Context: an optimization exercise on an open-source flow, tuned for small area and a short achievable clock period. The choices shown serve that exercise and are no tape-out recipe. In this exercise RTL edits were held to simulation tests only and were not proved equivalent to the original. Power and IR drop assume default switching activity.

==> run a <==
// ifft_tf_mult
module ifft_tf_mult #(
  parameter int DW   = 16,
  parameter int TW   = 12,
  parameter bit CONJ = 1'b1
) (
  input  logic                 clk,
  input  logic                 rst,
  input  logic                 in_valid,
  input  logic                 in_sop,
  input  logic                 in_tw_en,
  input  logic signed [DW-1:0] in_real,
  input  logic signed [DW-1:0] in_imag,
  output logic [2:0]           tf_addr,
  input  logic signed [TW-1:0] tf_real,
  input  logic signed [TW-1:0] tf_imag,
  output logic                 out_valid,
  output logic                 out_sop,
  output logic signed [DW-1:0] out_real,
  output logic signed [DW-1:0] out_imag,
  output logic                 ovf
);
==> flow/config.mk <==
export PLATFORM = sky130hd
export DESIGN_NAME = ifft_tf_mult
export DESIGN_NICKNAME = ifft_tf_mult
export VERILOG_FILES = /design/flow/design.v
export SDC_FILE = /design/flow/constraint.sdc
export NUM_CORES = 4
export LEC_CHECK = 0
export CAP_MARGIN = 20
export CORE_MARGIN = 2
export CORE_UTILIZATION = 55
export CTS_BUF_LIST = sky130_fd_sc_hd__clkbuf_8
export CTS_CLUSTER_DIAMETER = 50
export CTS_CLUSTER_SIZE = 16
export PLACE_DENSITY = 0.7
export SETUP_SLACK_MARGIN = 4.15
export SLEW_MARGIN = 60
export SYNTH_HIERARCHICAL = 1
export SYNTH_MINIMUM_KEEP_SIZE = 0
==> flow/constraint.sdc <==
create_clock -name core_clock -period 6.5 [get_ports {clk}]
set_input_delay 1.3000 -clock core_clock [delete_from_list [all_inputs] [get_ports {clk}]]
set_output_delay 1.3000 -clock core_clock [all_outputs]
set_load 0.01 [all_outputs]
standard.sh (not shown) runs the stock make flow with config.mk's settings and CLKGATE_MAP_FILE= SYNTH_SCRIPT=/design/flow/synth_recipe.tcl, a recipe that flattens the netlist after the stock synthesis.
==> flow/flow/run.sh <==
#!/bin/bash
# The standard layout, with the port buffers made of plain buf_2 cells instead of the
# delay-buffer cell buffer_ports picks by default. Every port still gets its own buffer.
set -euo pipefail
export BUFFER_PORTS_ARGS="-buffer_cell sky130_fd_sc_hd__buf_2"
bash standard.sh synth > synth.log 2>&1
bash standard.sh > layout.log 2>&1
==> inputs of run b, as changes to run a <==
==> flow/run.sh (new file) <==
#!/bin/bash
# synth_recipe.tcl (not shown) runs the flow's synth.tcl, then flattens the netlist and writes it again
# the make line also repeats each setting of config.mk as NAME=value (left out here)
make -C /OpenROAD-flow-scripts/flow DESIGN_CONFIG=/design/flow/config.mk WORK_HOME=/design/flow/orfs CLKGATE_MAP_FILE= SYNTH_SCRIPT=/design/flow/synth_recipe.tcl finish
SETUP_SLACK_MARGIN = 3.6   (was 4.15)
removed: flow/flow/run.sh
removed: flow/standard.sh
==> comparison <==
- In run b the clock power is larger than in run a, by about 2%.
- In run a the hold slack is better than in run b, by 0.0048 ns.
- Against run b, the first-iteration DRC count of run a is larger by about 5%.
- Between run b and run a, the lower via count is in run b (gap 2.3%, measured against run a).
- In synthesized cell count, run a and run b do not differ.
- Fmax: run a is larger than run b (about 13%).
- In run b the clock skew is higher than in run a, by 0.0076 ns.
==> figures <==
| metric | run a | run b |
|---|---|---|
| Power of the clock network | 2010 uW | 2050 uW |
| Result of the run | complete, no violations | complete, no violations |
| Min-delay src | s2_im_c27_0_q | s2_re_c27_0_q |
| Layout cells sized above 1 | 18.6% | 9.24% |
| Cell area reported after detailed placement | 27,400 sq um | 27,800 sq um |
| Total track usage | 29.1% | 29.6% |
| Met1 track demand over resource in global routing | 38.7% | 38.9% |
| Worst reg2reg endpoint | s3_im_cy_q | s2_im_c14_5_q |
| Layout area overhead | 12.6% | 9.64% |
| Starting DRC count in detailed routing | 2,029 | 1,930 |
| Number of global-route vias before repair | 19,300 | 19,400 |
| CTS-repair resized insts | 48 | 17 |
| Stage delay of the slowest cell on the critical path | 0.41 ns | 0.54 ns |
| Power spent charging and discharging nets | 5070 uW | 4610 uW |
| Routed met3 length | 8970 um | 8270 um |

==> inputs of build 3 <==
ifft_tf_mult, a different RTL version from the one above (not shown whole).
## ifft_tf_mult
module ifft_tf_mult #(
  parameter int DW   = 16,
  parameter int TW   = 12,
  parameter bit CONJ = 1'b1
) (
  input  logic                 clk,
  input  logic                 rst,
  input  logic                 in_valid,
  input  logic                 in_sop,
  input  logic                 in_tw_en,
  input  logic signed [DW-1:0] in_real,
  input  logic signed [DW-1:0] in_imag,
  output logic [2:0]           tf_addr,
  input  logic signed [TW-1:0] tf_real,
  input  logic signed [TW-1:0] tf_imag,
  output logic                 out_valid,
  output logic                 out_sop,
  output logic signed [DW-1:0] out_real,
  output logic signed [DW-1:0] out_imag,
  output logic                 ovf
);
clock: 6.5 ns
lec_check: 0
cap_margin: 5
core_margin: 2
core_utilization: 55
cts_buf_list: sky130_fd_sc_hd__clkbuf_8
cts_cluster_diameter: 50
cts_cluster_size: 16
place_density: 0.7
setup_slack_margin: 4.0
slew_margin: 5
synth_hierarchical: 1
synth_minimum_keep_size: 0
==> flow/flow/run.sh <==
#!/bin/bash
# The standard layout, with the port buffers made of plain buf_2 cells instead of the
# delay-buffer cell buffer_ports picks by default. Every port still gets its own buffer.
set -euo pipefail
export BUFFER_PORTS_ARGS="-buffer_cell sky130_fd_sc_hd__buf_2"
bash standard.sh synth > synth.log 2>&1
bash standard.sh > layout.log 2>&1
==> trial 44 (differences from build 3) <==
CAP_MARGIN = 20   (was 5)
SLEW_MARGIN = 20   (was 5)
==> build 7 (differences from build 3) <==
CAP_MARGIN = 20   (was 5)
CORE_UTILIZATION = 40   (was 55)
PLACE_DENSITY = not set   (was 0.7)
SETUP_SLACK_MARGIN = 3.8   (was 4.0)
SLEW_MARGIN = 20   (was 5)
==> run summary <==
| metric | build 3 | build 7 | trial 44 |
|---|---|---|---|
| Worst IR drop on VDD | 0.225 mV | 0.201 mV | 0.225 mV |
| Transition time of the tightest slew-check pin | 0.979 ns | 1.10 ns | 0.979 ns |
| Net switching power of the design | 5.48 mW | 5.23 mW | 5.48 mW |
| Normalized max-slew margin | 34.7% | 26.8% | 34.7% |
| Worst-case clock skew | 0.0499 ns | 0.0449 ns | 0.0499 ns |
| Placeable core area | 47700 µm² | 65900 µm² | 47700 µm² |
| Area of the die | 50300 µm² | 68700 µm² | 50300 µm² |
| Filler cell count in the final layout | 3739 | 6160 | 3739 |
| Clk power | 1.95 mW | 2.05 mW | 1.95 mW |
| Status | complete, no violations | complete, no violations | complete, no violations |
| Cts bufs inserted | 46 | 47 | 46 |
| Power drawn by the combinational cells | 7.17 mW | 6.54 mW | 7.17 mW |
| Site row count | 80 | 94 | 80 |
| Biggest cell delay along the critical path | 0.43 ns | 0.41 ns | 0.43 ns |
| Peak clock frequency supported by timing | 389 MHz | 362 MHz | 389 MHz |
| Clock latency on the worst-skew pair | 0.67 ns | 0.68 ns | 0.67 ns |
| Final wirelength | 74800 µm | 76800 µm | 74800 µm |
| Synthesis-to-layout area growth | 10.5% | 9.55% | 10.5% |
| Proportion of power drawn by combinational gates | 54.9% | 52.3% | 54.9% |
| Met1 Resource Use GR | 39.9% | 31.1% | 39.9% |
| Worst flop-to-flop path endpoint | out_real_q[7]$_DFFE_PP0P_ | ovf_q$_DFFE_PP0P_ | out_real_q[7]$_DFFE_PP0P_ |
| Post-DP Area | 27500 µm² | 27800 µm² | 27500 µm² |
| Number of iterations in the first detailed-routing pass | 8 | 6 | 8 |
| Start point of the critical path | s3_re_a11_q$_DFF_P_ | s3_im_cy_q$_DFF_P_ | s3_re_a11_q$_DFF_P_ |
| Non-clock buffering overhead in the final layout | 4.47% | 3.24% | 4.47% |

==> inputs of 08-04 <==
RTL: one of the versions met above, not the one the previous note started from.
clock: 6.5 ns
lec_check: 0
cap_margin: 20
core_margin: 2
core_utilization: 55
cts_buf_list: sky130_fd_sc_hd__clkbuf_16
cts_cluster_diameter: 50
cts_cluster_size: 16
place_density: 0.7
setup_slack_margin: 4.1
slew_margin: 60
synth_hierarchical: 1
synth_minimum_keep_size: 0
Scripts as last shown in full above: flow/flow/run.sh
==> inputs of 09-26, as changes to 08-04 <==
--- a/flow/config.mk
+++ b/flow/config.mk
@@ -8,7 +8,7 @@
 export CAP_MARGIN = 20
 export CORE_MARGIN = 2
 export CORE_UTILIZATION = 55
-export CTS_BUF_LIST = sky130_fd_sc_hd__clkbuf_16
+export CTS_BUF_LIST = sky130_fd_sc_hd__clkbuf_8
 export CTS_CLUSTER_DIAMETER = 50
 export CTS_CLUSTER_SIZE = 16
 export PLACE_DENSITY = 0.7
==> run summary <==
In 08-04 the clock skew is lower than in 09-26, by 0.025 ns. Between 09-26 and 08-04, the lower total power is in 09-26 (gap 4.3%, measured against 08-04). Sequential cell count is the same in 08-04 and 09-26. Against 09-26, the worst hold slack of 08-04 is lower by 0.0063 ns. In sequential power, 09-26 and 08-04 hardly differ. Routed wire length: 08-04 is higher than 09-26 (about 0.27%). Synthesized area is the same in 08-04 and 09-26.
==> figures <==
| quantity | 09-26 | 08-04 |
|---|---|---|
| Startpoint of the most critical setup path | out_real_q[15] | s3_re_b10_q |
| Ratio of cells with drive above 1 in the final layout | 16.9% | 16.4% |
| M1 WL | 28600 um | 28400 um |
| Area growth syn-to-layout | 10.4% | 12.0% |
| GRT Util Overall | 29.1% | 29.2% |
| Global routing met1 resource utilization | 38.5% | 38.6% |
| Clock insertion delay at the later pin of the skew report | 0.66 ns | 0.57 ns |
| Crit-path slowest cell | sky130_fd_sc_hd__dfrtp_1 | sky130_fd_sc_hd__o41ai_4 |
| CP Max Fanout | 2 | 5 |
| Final Instance Area | 29100 um2 | 29500 um2 |
| Net switching power of the design | 0.00493 W | 0.00497 W |
| Met2 routing resource usage after global routing | 44.7% | 45.0% |
| Run status | finished clean | finished clean |
| Worst hold-check slack | 0.336 ns | 0.330 ns |
| Leak | 11.5 nW | 11.7 nW |

==> job 127 <==
ifft_tf_mult, a different RTL version from the one above (not shown whole).
// ifft_tf_mult
module ifft_tf_mult #(
  parameter int DW   = 16,
  parameter int TW   = 12,
  parameter bit CONJ = 1'b1
) (
  input  logic                 clk,
  input  logic                 rst,
  input  logic                 in_valid,
  input  logic                 in_sop,
  input  logic                 in_tw_en,
  input  logic signed [DW-1:0] in_real,
  input  logic signed [DW-1:0] in_imag,
  output logic [2:0]           tf_addr,
  input  logic signed [TW-1:0] tf_real,
  input  logic signed [TW-1:0] tf_imag,
  output logic                 out_valid,
  output logic                 out_sop,
  output logic signed [DW-1:0] out_real,
  output logic signed [DW-1:0] out_imag,
  output logic                 ovf
);
export LEC_CHECK = 0
export CAP_MARGIN = 20
export CORE_MARGIN = 2
export CORE_UTILIZATION = 40
export SETUP_SLACK_MARGIN = 3.5
export SLEW_MARGIN = 20
export SYNTH_HIERARCHICAL = 1
export SYNTH_MINIMUM_KEEP_SIZE = 0
create_clock -name core_clock -period 6.5 [get_ports {clk}]
run.sh (not shown) runs the stock make flow with config.mk's settings and CLKGATE_MAP_FILE= SYNTH_SCRIPT=/design/flow/synth_recipe.tcl, a recipe that flattens the netlist after the stock synthesis.
Stock flow here: none of the scripts above is used.
==> inputs of job 4122, as changes to job 127 <==
--- a/flow/design.v
+++ b/flow/design.v
@@ -1701,13 +1701,14 @@
     s3_re_a26_q <= re2c664;
     s3_re_b26_q <= re2s665;
     s3_re_a27_q <= re2c666;
     s3_re_b27_q <= re2c612;
     s3_re_cy_q <= re_lowc_sum[10];
   end
-  wire [17:0] re_rnd = {s3_re_a27_q, s3_re_a26_q, s3_re_a25_q, s3_re_a24_q, s3_re_a23_q, s3_re_a22_q, s3_re_a21_q, s3_re_a20_q, s3_re_a19_q, s3_re_a18_q, s3_re_a17_q, s3_re_a16_q, s3_re_a15_q, s3_re_a14_q, s3_re_a13_q, s3_re_a12_q, s3_re_a11_q, s3_re_a10_q} + {s3_re_b27_q, s3_re_b26_q, s3_re_b25_q, s3_re_b24_q, s3_re_b23_q, s3_re_b22_q, s3_re_b21_q, s3_re_b20_q, s3_re_b19_q, s3_re_b18_q, s3_re_b17_q, s3_re_b16_q, s3_re_b15_q, s3_re_b14_q, s3_re_b13_q, s3_re_b12_q, s3_re_b11_q, s3_re_b10_q} + {17'd0, s3_re_cy_q};
+  wire [18:0] re_rsum = {s3_re_a27_q, s3_re_a26_q, s3_re_a25_q, s3_re_a24_q, s3_re_a23_q, s3_re_a22_q, s3_re_a21_q, s3_re_a20_q, s3_re_a19_q, s3_re_a18_q, s3_re_a17_q, s3_re_a16_q, s3_re_a15_q, s3_re_a14_q, s3_re_a13_q, s3_re_a12_q, s3_re_a11_q, s3_re_a10_q, 1'b1} + {s3_re_b27_q, s3_re_b26_q, s3_re_b25_q, s3_re_b24_q, s3_re_b23_q, s3_re_b22_q, s3_re_b21_q, s3_re_b20_q, s3_re_b19_q, s3_re_b18_q, s3_re_b17_q, s3_re_b16_q, s3_re_b15_q, s3_re_b14_q, s3_re_b13_q, s3_re_b12_q, s3_re_b11_q, s3_re_b10_q, s3_re_cy_q};
+  wire [17:0] re_rnd = re_rsum[18:1];
   wire im2s667, im2c668;
   ifft_tf_mult_ha u_im2s667 (.a(s2_im_c0_0_q), .b(s2_im_c0_1_q), .s(im2s667), .co(im2c668));
   wire im2s669, im2c670;
   ifft_tf_mult_ha u_im2s669 (.a(s2_im_c2_0_q), .b(s2_im_c2_1_q), .s(im2s669), .co(im2c670));
   wire im2s671, im2c672;
   ifft_tf_mult_fa u_im2s671 (.a(s2_im_c3_0_q), .b(s2_im_c3_1_q), .c(s2_im_c3_2_q), .s(im2s671), .co(im2c672));
@@ -1885,13 +1886,14 @@
     s3_im_a26_q <= im2c770;
     s3_im_b26_q <= im2s771;
     s3_im_a27_q <= im2c772;
     s3_im_b27_q <= im2c718;
     s3_im_cy_q <= im_lowc_sum[10];
   end
-  wire [17:0] im_rnd = {s3_im_a27_q, s3_im_a26_q, s3_im_a25_q, s3_im_a24_q, s3_im_a23_q, s3_im_a22_q, s3_im_a21_q, s3_im_a20_q, s3_im_a19_q, s3_im_a18_q, s3_im_a17_q, s3_im_a16_q, s3_im_a15_q, s3_im_a14_q, s3_im_a13_q, s3_im_a12_q, s3_im_a11_q, s3_im_a10_q} + {s3_im_b27_q, s3_im_b26_q, s3_im_b25_q, s3_im_b24_q, s3_im_b23_q, s3_im_b22_q, s3_im_b21_q, s3_im_b20_q, s3_im_b19_q, s3_im_b18_q, s3_im_b17_q, s3_im_b16_q, s3_im_b15_q, s3_im_b14_q, s3_im_b13_q, s3_im_b12_q, s3_im_b11_q, s3_im_b10_q} + {17'd0, s3_im_cy_q};
+  wire [18:0] im_rsum = {s3_im_a27_q, s3_im_a26_q, s3_im_a25_q, s3_im_a24_q, s3_im_a23_q, s3_im_a22_q, s3_im_a21_q, s3_im_a20_q, s3_im_a19_q, s3_im_a18_q, s3_im_a17_q, s3_im_a16_q, s3_im_a15_q, s3_im_a14_q, s3_im_a13_q, s3_im_a12_q, s3_im_a11_q, s3_im_a10_q, 1'b1} + {s3_im_b27_q, s3_im_b26_q, s3_im_b25_q, s3_im_b24_q, s3_im_b23_q, s3_im_b22_q, s3_im_b21_q, s3_im_b20_q, s3_im_b19_q, s3_im_b18_q, s3_im_b17_q, s3_im_b16_q, s3_im_b15_q, s3_im_b14_q, s3_im_b13_q, s3_im_b12_q, s3_im_b11_q, s3_im_b10_q, s3_im_cy_q};
+  wire [17:0] im_rnd = im_rsum[18:1];
   logic s3_valid_q, s3_sop_q;
   always_ff @(posedge clk or posedge rst) begin
     if (rst) begin
       s3_valid_q <= 1'b0;
       s3_sop_q   <= 1'b0;
     end else begin
--- a/flow/config.mk
+++ b/flow/config.mk
@@ -5,10 +5,11 @@
 export SDC_FILE = /design/flow/constraint.sdc
 export NUM_CORES = 4
 export LEC_CHECK = 0
 export CAP_MARGIN = 20
 export CORE_MARGIN = 2
 export CORE_UTILIZATION = 40
+export CTS_BUF_LIST = sky130_fd_sc_hd__clkbuf_4
 export SETUP_SLACK_MARGIN = 3.5
 export SLEW_MARGIN = 20
 export SYNTH_HIERARCHICAL = 1
 export SYNTH_MINIMUM_KEEP_SIZE = 0
==> inputs of job 7638, as changes to job 127 <==
--- a/flow/config.mk
+++ b/flow/config.mk
@@ -5,10 +5,10 @@
 export SDC_FILE = /design/flow/constraint.sdc
 export NUM_CORES = 4
 export LEC_CHECK = 0
 export CAP_MARGIN = 20
 export CORE_MARGIN = 2
 export CORE_UTILIZATION = 40
-export SETUP_SLACK_MARGIN = 3.5
+export SETUP_SLACK_MARGIN = 4.5
 export SLEW_MARGIN = 20
 export SYNTH_HIERARCHICAL = 1
 export SYNTH_MINIMUM_KEEP_SIZE = 0
==> inputs of job 720, as changes to job 127 <==
--- a/flow/design.v
+++ b/flow/design.v
@@ -1701,13 +1701,14 @@
     s3_re_a26_q <= re2c664;
     s3_re_b26_q <= re2s665;
     s3_re_a27_q <= re2c666;
     s3_re_b27_q <= re2c612;
     s3_re_cy_q <= re_lowc_sum[10];
   end
-  wire [17:0] re_rnd = {s3_re_a27_q, s3_re_a26_q, s3_re_a25_q, s3_re_a24_q, s3_re_a23_q, s3_re_a22_q, s3_re_a21_q, s3_re_a20_q, s3_re_a19_q, s3_re_a18_q, s3_re_a17_q, s3_re_a16_q, s3_re_a15_q, s3_re_a14_q, s3_re_a13_q, s3_re_a12_q, s3_re_a11_q, s3_re_a10_q} + {s3_re_b27_q, s3_re_b26_q, s3_re_b25_q, s3_re_b24_q, s3_re_b23_q, s3_re_b22_q, s3_re_b21_q, s3_re_b20_q, s3_re_b19_q, s3_re_b18_q, s3_re_b17_q, s3_re_b16_q, s3_re_b15_q, s3_re_b14_q, s3_re_b13_q, s3_re_b12_q, s3_re_b11_q, s3_re_b10_q} + {17'd0, s3_re_cy_q};
+  wire [18:0] re_rsum = {s3_re_a27_q, s3_re_a26_q, s3_re_a25_q, s3_re_a24_q, s3_re_a23_q, s3_re_a22_q, s3_re_a21_q, s3_re_a20_q, s3_re_a19_q, s3_re_a18_q, s3_re_a17_q, s3_re_a16_q, s3_re_a15_q, s3_re_a14_q, s3_re_a13_q, s3_re_a12_q, s3_re_a11_q, s3_re_a10_q, 1'b1} + {s3_re_b27_q, s3_re_b26_q, s3_re_b25_q, s3_re_b24_q, s3_re_b23_q, s3_re_b22_q, s3_re_b21_q, s3_re_b20_q, s3_re_b19_q, s3_re_b18_q, s3_re_b17_q, s3_re_b16_q, s3_re_b15_q, s3_re_b14_q, s3_re_b13_q, s3_re_b12_q, s3_re_b11_q, s3_re_b10_q, s3_re_cy_q};
+  wire [17:0] re_rnd = re_rsum[18:1];
   wire im2s667, im2c668;
   ifft_tf_mult_ha u_im2s667 (.a(s2_im_c0_0_q), .b(s2_im_c0_1_q), .s(im2s667), .co(im2c668));
   wire im2s669, im2c670;
   ifft_tf_mult_ha u_im2s669 (.a(s2_im_c2_0_q), .b(s2_im_c2_1_q), .s(im2s669), .co(im2c670));
   wire im2s671, im2c672;
   ifft_tf_mult_fa u_im2s671 (.a(s2_im_c3_0_q), .b(s2_im_c3_1_q), .c(s2_im_c3_2_q), .s(im2s671), .co(im2c672));
@@ -1885,13 +1886,14 @@
     s3_im_a26_q <= im2c770;
     s3_im_b26_q <= im2s771;
     s3_im_a27_q <= im2c772;
     s3_im_b27_q <= im2c718;
     s3_im_cy_q <= im_lowc_sum[10];
   end
-  wire [17:0] im_rnd = {s3_im_a27_q, s3_im_a26_q, s3_im_a25_q, s3_im_a24_q, s3_im_a23_q, s3_im_a22_q, s3_im_a21_q, s3_im_a20_q, s3_im_a19_q, s3_im_a18_q, s3_im_a17_q, s3_im_a16_q, s3_im_a15_q, s3_im_a14_q, s3_im_a13_q, s3_im_a12_q, s3_im_a11_q, s3_im_a10_q} + {s3_im_b27_q, s3_im_b26_q, s3_im_b25_q, s3_im_b24_q, s3_im_b23_q, s3_im_b22_q, s3_im_b21_q, s3_im_b20_q, s3_im_b19_q, s3_im_b18_q, s3_im_b17_q, s3_im_b16_q, s3_im_b15_q, s3_im_b14_q, s3_im_b13_q, s3_im_b12_q, s3_im_b11_q, s3_im_b10_q} + {17'd0, s3_im_cy_q};
+  wire [18:0] im_rsum = {s3_im_a27_q, s3_im_a26_q, s3_im_a25_q, s3_im_a24_q, s3_im_a23_q, s3_im_a22_q, s3_im_a21_q, s3_im_a20_q, s3_im_a19_q, s3_im_a18_q, s3_im_a17_q, s3_im_a16_q, s3_im_a15_q, s3_im_a14_q, s3_im_a13_q, s3_im_a12_q, s3_im_a11_q, s3_im_a10_q, 1'b1} + {s3_im_b27_q, s3_im_b26_q, s3_im_b25_q, s3_im_b24_q, s3_im_b23_q, s3_im_b22_q, s3_im_b21_q, s3_im_b20_q, s3_im_b19_q, s3_im_b18_q, s3_im_b17_q, s3_im_b16_q, s3_im_b15_q, s3_im_b14_q, s3_im_b13_q, s3_im_b12_q, s3_im_b11_q, s3_im_b10_q, s3_im_cy_q};
+  wire [17:0] im_rnd = im_rsum[18:1];
   logic s3_valid_q, s3_sop_q;
   always_ff @(posedge clk or posedge rst) begin
     if (rst) begin
       s3_valid_q <= 1'b0;
       s3_sop_q   <= 1'b0;
     end else begin
==> flow/flow/run.sh (new file) <==
#!/bin/bash
# The standard layout, with the port buffers made of plain buf_2 cells instead of the
# delay-buffer cell buffer_ports picks by default. Every port still gets its own buffer.
set -euo pipefail
export BUFFER_PORTS_ARGS="-buffer_cell sky130_fd_sc_hd__buf_2"
bash standard.sh synth > synth.log 2>&1
bash standard.sh > layout.log 2>&1
==> flow/standard.sh (new file) <==
#!/bin/bash
# synth_recipe.tcl (not shown) runs the flow's synth.tcl, then flattens the netlist and writes it again
# the make line also repeats each setting of config.mk as NAME=value (left out here)
make -C /OpenROAD-flow-scripts/flow DESIGN_CONFIG=/design/flow/config.mk WORK_HOME=/design/flow/orfs CLKGATE_MAP_FILE= SYNTH_SCRIPT=/design/flow/synth_recipe.tcl "${@:-finish}"
--- a/flow/config.mk
+++ b/flow/config.mk
@@ -5,10 +5,11 @@
 export SDC_FILE = /design/flow/constraint.sdc
 export NUM_CORES = 4
 export LEC_CHECK = 0
 export CAP_MARGIN = 20
 export CORE_MARGIN = 2
 export CORE_UTILIZATION = 40
+export CTS_BUF_LIST = sky130_fd_sc_hd__clkbuf_8
 export SETUP_SLACK_MARGIN = 3.5
 export SLEW_MARGIN = 20
 export SYNTH_HIERARCHICAL = 1
 export SYNTH_MINIMUM_KEEP_SIZE = 0
removed: flow/run.sh
==> summary of the runs <==
Job 720 went through all stages and came out clean. Job 7638 completed without violations. Job 127 produced a clean layout. Job 4122 finished clean.
The highest maximum frequency belongs to job 720, the lowest to job 127.
Clock skew: job 4122 > job 7638 > job 127 > job 720.
Critical path depth: job 4122 is lower than job 720 (1).
In sequential power, job 7638 and job 720 hardly differ.
Die area is about the same in job 4122 and job 127.
Of job 4122 and job 127, job 4122 has the higher non-clock buffer count (gap 3).
The highest hold slack belongs to job 4122, the lowest to job 720.
Sequential share of layout area: job 720 > job 4122 > job 127 > job 7638.
Against job 127, the via count of job 720 is smaller by 1.6%.

## what the ideal ports hide
How much do the figures lean on ideal ports? The routed layouts below were timed once more, with nothing changed but the port constraints. Step 1 sets driving cells, clkbuf_16 on the clock port and buf_2 on the other inputs (assumed; they add their load-dependent delay and slew). Step 2 moves the port delays by t, midway between the first and last clock arrival at a register: inputs arrive t later, outputs are due t later. That takes back most of the time a late clock gives input paths. Three values: no drivers, after step 1, after step 2; two values: the first two.
| run | t (ns) | setup slack, ns | worst hold slack (ns) |
|---|---|---|---|
| run a | 0.711 | 3.982 / 3.924 / 4.011 | 0.334 / 0.334 / 0.334 |
| run b | 0.706 | 3.654 / 3.597 / 3.579 | 0.329 / 0.329 / 0.329 |
| build 3 | 0.699 | 3.932 / 3.932 / 3.932 | 0.334 / 0.334 / 0.334 |
| trial 44 | 0.699 | 3.932 / 3.932 / 3.932 | 0.334 / 0.334 / 0.334 |
| build 7 | 0.718 | 3.734 / 3.734 / 3.734 | 0.334 / 0.334 / 0.334 |
| 08-04 | 0.623 | 4.033 / 4.028 / 3.980 | 0.330 / 0.330 / 0.330 |
| 09-26 | 0.687 | 4.022 / 3.968 / 3.967 | 0.336 / 0.336 / 0.336 |
| job 127 | 0.639 | 3.470 / 3.470 / 3.404 | 0.348 / 0.348 / 0.348 |
| job 4122 | 0.885 | 3.548 / 3.548 / 3.242 | 0.348 / 0.348 / 0.348 |
| job 7638 | 0.642 | 3.473 / 3.473 / 3.473 | 0.347 / 0.347 / 0.347 |
| job 720 | 0.722 | 3.568 / 3.568 / 3.568 | 0.345 / 0.345 / 0.345 |
After both steps setup and hold are still met in every run listed. For job 4122, which loses most, drivers alone change the setup slack by 0.000 ns; drivers and shift together by -0.306 ns.
